Context: an optimization exercise on an open-source flow, tuned for small area. The choices shown serve that exercise and are no tape-out recipe.
In this exercise RTL edits were held to simulation tests only and were not proved equivalent to the original.
Power is estimated from default activity; no workload was simulated.

Design systolic_ctrl, start of the top module:
module systolic_ctrl #(
  parameter int unsigned WIDTH       = 16,
  parameter int unsigned MAX_LENGTH  = 64,
  parameter int unsigned NUM_UNITS   = 64,
  parameter int unsigned WDOG_CYCLES = 1024
) (
  input  logic                                     clk,
  input  logic                                     reset,
  input  logic                                     job_valid,
  output logic                                     job_ready,
  input  logic [$clog2(NUM_UNITS+1)-1:0]           job_rows,
  input  logic [$clog2(MAX_LENGTH)-1:0]            job_length,
  output logic                                     elem_valid,
  output logic [$clog2(MAX_LENGTH)-1:0]            elem_idx,
  output logic                                     arr_start,
  output logic [NUM_UNITS-1:0]                     arr_active_units,
  output logic [$clog2(MAX_LENGTH)-1:0]            arr_length,
  input  logic [NUM_UNITS-1:0]                     arr_done,
  input  logic [NUM_UNITS*WIDTH-1:0]               arr_result,
  output logic                                     res_valid,
  input  logic                                     res_ready,
  ...
For scale: about 1,200 I/O pins, roughly 40,000 µm² of cells after synthesis.
Settings: LEC_CHECK=0, CAP_MARGIN=20, CORE_AREA=6 6 434 434, DIE_AREA=0 0 440 440, SLEW_MARGIN=20; clock period 6.0 ns.
standard.sh (not shown) runs the stock make flow with config.mk's settings and CLKGATE_MAP_FILE= SYNTH_SCRIPT=/design/flow/synth_recipe.tcl, a recipe that flattens the netlist after the stock synthesis.
==> flow/flow/run.sh <==
#!/bin/bash
# Standard ORFS layout (the standard.sh, unchanged synthesis), with the port buffers
# made from the smallest buffer cell instead of the resizer's default choice.
bash standard.sh 'BUFFER_PORTS_ARGS=-buffer_cell sky130_fd_sc_hd__buf_1' finish > standard.log 2>&1
Next try:
==> flow/flow/run.sh (replaced) <==
#!/bin/bash
# Standard ORFS layout (the standard.sh, unchanged synthesis), with
#  - port buffers made from the smallest buffer cell,
#  - a clock tree of clkbuf_8 leaves (clkbuf_16 root) with larger sink clusters and
#    no dummy balancing loads.
CTS="-sink_clustering_enable -repair_clock_nets -dont_use_dummy_load"
CTS="$CTS -buf_list sky130_fd_sc_hd__clkbuf_8 -root_buf sky130_fd_sc_hd__clkbuf_16"
CTS="$CTS -sink_clustering_size 18 -sink_clustering_max_diameter 60"
bash standard.sh \
  'BUFFER_PORTS_ARGS=-buffer_cell sky130_fd_sc_hd__buf_1' \
  "CTS_ARGS=$CTS" \
  finish > standard.log 2>&1
The new run completed with no timing, DRC or antenna violations.
Count of clock-buffer cells in the layout decreases by 31.
Routed wire length barely changes.
Combinational power is about the same.
Clock power goes down by well over a third.
Flip-flop and latch count does not change.
Maximum frequency rises slightly.
Final area drops by a few percent.
Non-clock buffer count went down by 7.
First-iteration DRC count fell by a few percent.
Cell count went down by a few percent.
Power falls by about a fifth.
Next try:
==> flow/flow/run.sh (replaced) <==
#!/bin/bash
# Standard ORFS layout (the standard.sh, unchanged synthesis), with the port buffers
# made from the smallest buffer cell instead of the resizer's default choice.
bash standard.sh 'BUFFER_PORTS_ARGS=-buffer_cell sky130_fd_sc_hd__buf_1' finish > standard.log 2>&1
- CORE_AREA: 6 6 434 434 -> 6 6 314 314
- DIE_AREA: 0 0 440 440 -> 0 0 320 320
Outcome: Now the flow aborted during 3_2_place_iop. Synthesized cell count does not change. Area after synthesis is unchanged.

---

== build 85 ==
systolic_ctrl, a different RTL version from the one above (not shown whole).
Size: about 3500 cells after synthesis, ~1100 flip-flops, ~1200 I/O pins, roughly 39000 um^2 of cells after synthesis.
==> flow/design.v (excerpt) <==
module systolic_ctrl #(
  parameter int unsigned WIDTH       = 16,
  parameter int unsigned MAX_LENGTH  = 64,
  parameter int unsigned NUM_UNITS   = 64,
  parameter int unsigned WDOG_CYCLES = 1024
) (
  input  logic                                     clk,
  input  logic                                     reset,
  input  logic                                     job_valid,
  output logic                                     job_ready,
  input  logic [$clog2(NUM_UNITS+1)-1:0]           job_rows,
  input  logic [$clog2(MAX_LENGTH)-1:0]            job_length,
  output logic                                     elem_valid,
  output logic [$clog2(MAX_LENGTH)-1:0]            elem_idx,
  output logic                                     arr_start,
  output logic [NUM_UNITS-1:0]                     arr_active_units,
  output logic [$clog2(MAX_LENGTH)-1:0]            arr_length,
  input  logic [NUM_UNITS-1:0]                     arr_done,
  input  logic [NUM_UNITS*WIDTH-1:0]               arr_result,
  output logic                                     res_valid,
  input  logic                                     res_ready,
  output logic [WIDTH-1:0]                         res_data,
  output logic [$clog2(NUM_UNITS)-1:0]             res_index,
  output logic                                     res_last,
  output logic                                     busy,
  output logic                                     err
);
Settings: LEC_CHECK=0, CAP_MARGIN=20, CORE_AREA=6 6 434 434, DIE_AREA=0 0 440 440, PLACE_DENSITY=0.75, SETUP_SLACK_MARGIN=0.25, SLEW_MARGIN=35; clock period 6.0 ns.
==> flow/flow/run.sh <==
#!/bin/bash
# Standard ORFS layout (the standard.sh, unchanged synthesis), with
#  - port buffers made from the smallest buffer cell,
#  - a clock tree of clkbuf_8 leaves (clkbuf_16 root) with larger sink clusters and
#    no dummy balancing loads.
CTS="-sink_clustering_enable -repair_clock_nets -dont_use_dummy_load"
CTS="$CTS -buf_list sky130_fd_sc_hd__clkbuf_8 -root_buf sky130_fd_sc_hd__clkbuf_16"
CTS="$CTS -sink_clustering_size 16 -sink_clustering_max_diameter 50"
bash standard.sh \
  'BUFFER_PORTS_ARGS=-buffer_cell sky130_fd_sc_hd__buf_1' \
  "CTS_ARGS=$CTS" \
  finish > standard.log 2>&1
Build 85 was carried through to the last stage, and its layout satisfied the timing, DRC and antenna checks.
#### Input delta (build 95 over build 85)
- DIE_AREA changed from 0 0 440 440 to 0 0 320 320
- PLACE_DENSITY removed (was 0.75)
- CORE_AREA changed from 6 6 434 434 to 6 6 314 314
-- flow/flow/run.sh --
<<< build 85, line 4
>>> build 95, line 4
#  - pins allowed one routing track apart, so that a smaller die holds all 1210 ports,
<<< build 85, line 11
>>> build 95, line 12
  'PLACE_PINS_ARGS=-min_distance 1 -min_distance_in_tracks' \
## What came out
Build 95 finished every stage and its layout cleared the timing, DRC and antenna checks. Placeable core region (build 85 / build 95): 1.9. Last weighted congestion value of the routability-driven placer of build 95 falls short of that of build 85 by a few percent. Sequential share of layout area (lower): build 85. Note that the number of placement rows recorded for build 85 amounts to 1.4 times the value seen in build 95. Number of buffers and inverters on the critical path | build 95 below build 85. Compared with build 85, in build 95 inverter count of the layout excluding clock inverters about even, post-synthesis sequential element count about even, layout overhead on the synthesized area fell 6.6 points.
Relative to build 95, the following input files were edited for build 14:
- swapping 0 0 320 320 for 0 0 440 440 in DIE_AREA
- clearing SETUP_SLACK_MARGIN, which used to be 0.25
- swapping 6 6 314 314 for 6 6 434 434 in CORE_AREA
- swapping 35 for 20 in SLEW_MARGIN
-- flow/flow/run.sh --
<<< build 95, line 4
#  - pins allowed one routing track apart, so that a smaller die holds all 1210 ports,
>>> build 14, line 4
<<< build 95, line 9
CTS="$CTS -sink_clustering_size 16 -sink_clustering_max_diameter 50"
>>> build 14, line 8
CTS="$CTS -sink_clustering_size 18 -sink_clustering_max_diameter 60"
<<< build 95, line 12
  'PLACE_PINS_ARGS=-min_distance 1 -min_distance_in_tracks' \
>>> build 14, line 11
### Flow results
Taking build 95 as the reference, in build 14 number of ordinary and repair buffers in the finished layout up 53; sequential share of layout area down 2.0 points; worst reg-to-reg path cell count down 1; detailed-routing iteration count for the pre-antenna-repair pass up 2.
Taking build 95 as the reference, in build 14 number of standard cells in the final layout excluding fillers moved up, via count moved up, fraction of power consumed by sequential logic moved down, timing-limited maximum frequency moved down, worst setup margin moved down.
Build 14: complete, dirty (setup timing)
--- input diff build 14..build 46 ---
- changing SLEW_MARGIN from 20 to 35
- changing DIE_AREA from 0 0 440 440 to 0 0 320 320
- changing CORE_AREA from 6 6 434 434 to 6 6 314 314
- setting SETUP_SLACK_MARGIN to 0.25 for the first time
-- flow/flow/run.sh --
<<< build 14, line 4
>>> build 46, line 4
#  - pins allowed one routing track apart, so that a smaller die holds all 1210 ports,
<<< build 14, line 11
>>> build 46, line 12
  'PLACE_PINS_ARGS=-min_distance 1 -min_distance_in_tracks' \
--- outcome ---
The final layout from build 46, which completed every stage, passed the timing, DRC and antenna checks at the end of the flow.
Relative to build 14, worst-case vdd ir drop has gone down in build 46.
Reported for build 46 and build 14, CTS H-tree depth turned out identical to the last digit.
The slowest library cell on the worst path comes out a221oi_2 in one run and or4_1 in the other, namely in build 46 and build 14 respectively.
Cmp build 46 and build 14 / worst clock skew on the final layout / higher: build 14
For build 25, these inputs were changed with respect to build 46:
- CORE_AREA: 6 6 314 314 -> 6 6 434 434
- DIE_AREA: 0 0 320 320 -> 0 0 440 440
-- flow/flow/run.sh --
<<< build 46, line 4
#  - pins allowed one routing track apart, so that a smaller die holds all 1210 ports,
>>> build 25, line 4
<<< build 46, line 9
CTS="$CTS -sink_clustering_size 18 -sink_clustering_max_diameter 60"
>>> build 25, line 8
CTS="$CTS -sink_clustering_size 16 -sink_clustering_max_diameter 50"
<<< build 46, line 12
  'PLACE_PINS_ARGS=-min_distance 1 -min_distance_in_tracks' \
>>> build 25, line 11
Findings:
- Build 25: initial core utilization 20 points below build 46
- Compared with build 46, build 25 shows detailed route wirelength on metal2 that has gone up by more than a quarter.
- Taking build 25 as 1.0, build 46 lands at 0.53 on tap cell count.
- Build 46 → build 25: portion of total power attributed to sequential cells has decreased; setup slack decreased 0.052 ns; internal power of the cells shows an increase of 7.3%; fmax -1.5 MHz.
- Against build 46, build 25 comes in 1464 higher on via count.
- Build 46 completed every stage of the flow, and the final layout passed the timing, DRC and antenna checks.
- Build 25 ended with every stage complete and zero timing, DRC or antenna violations.
- Compare build 46 and build 25 | share of power burned in the clock network lower: build 46
- Build 46 ended up with in2async as its worst hold-check path type; build 25 ended up with reg2reg.
- Compared with build 46, in build 25 worst slew margin relative to its limit went up by 6.6 points, wire length reported by the detailed router increased about 33%.

==> what the ideal ports hide <==
In the flow no input, the clock included, has a driving cell. The finished layouts below were timed again as built, in two steps. Step 1 (the two cells are an assumption about what drives the block):
set clk [get_ports {clk}]
set_driving_cell -lib_cell sky130_fd_sc_hd__clkbuf_16 $clk
set_driving_cell -lib_cell sky130_fd_sc_hd__buf_2 [delete_from_list [all_inputs] $clk]
Step 2 also shifts input and output timing later by t, the mid clock arrival at the registers, as if the neighbouring blocks saw the same clock. Slacks: no drivers / after step 1 / after step 2; pairs: no drivers / after step 1.
run | t, ns | setup slack, ns | latest minus earliest clock arrival (ns) | worst data-port slew with drivers (ns) | cell pins on the clock port's net
the first run of note 1 | 0.848 | 0.104 / 0.028 / 0.876 | 0.079 / 0.080 | 0.35 | 1
the second run of note 1 | 0.770 | 0.128 / 0.050 / 0.821 | 0.143 / 0.143 | 0.35 | 1
build 85 | 0.763 | 0.147 / 0.073 / 0.836 | 0.115 / 0.114 | 0.33 | 1
build 95 | 0.734 | 0.162 / 0.087 / 0.821 | 0.106 / 0.106 | 0.23 | 1
build 14 | 0.748 | -0.009 / -0.087 / 0.661 | 0.106 / 0.105 | 0.30 | 1
build 46 | 0.714 | 0.230 / 0.152 / 0.866 | 0.095 / 0.094 | 0.24 | 1
build 25 | 0.768 | 0.178 / 0.104 / 0.872 | 0.104 / 0.103 | 0.29 | 1
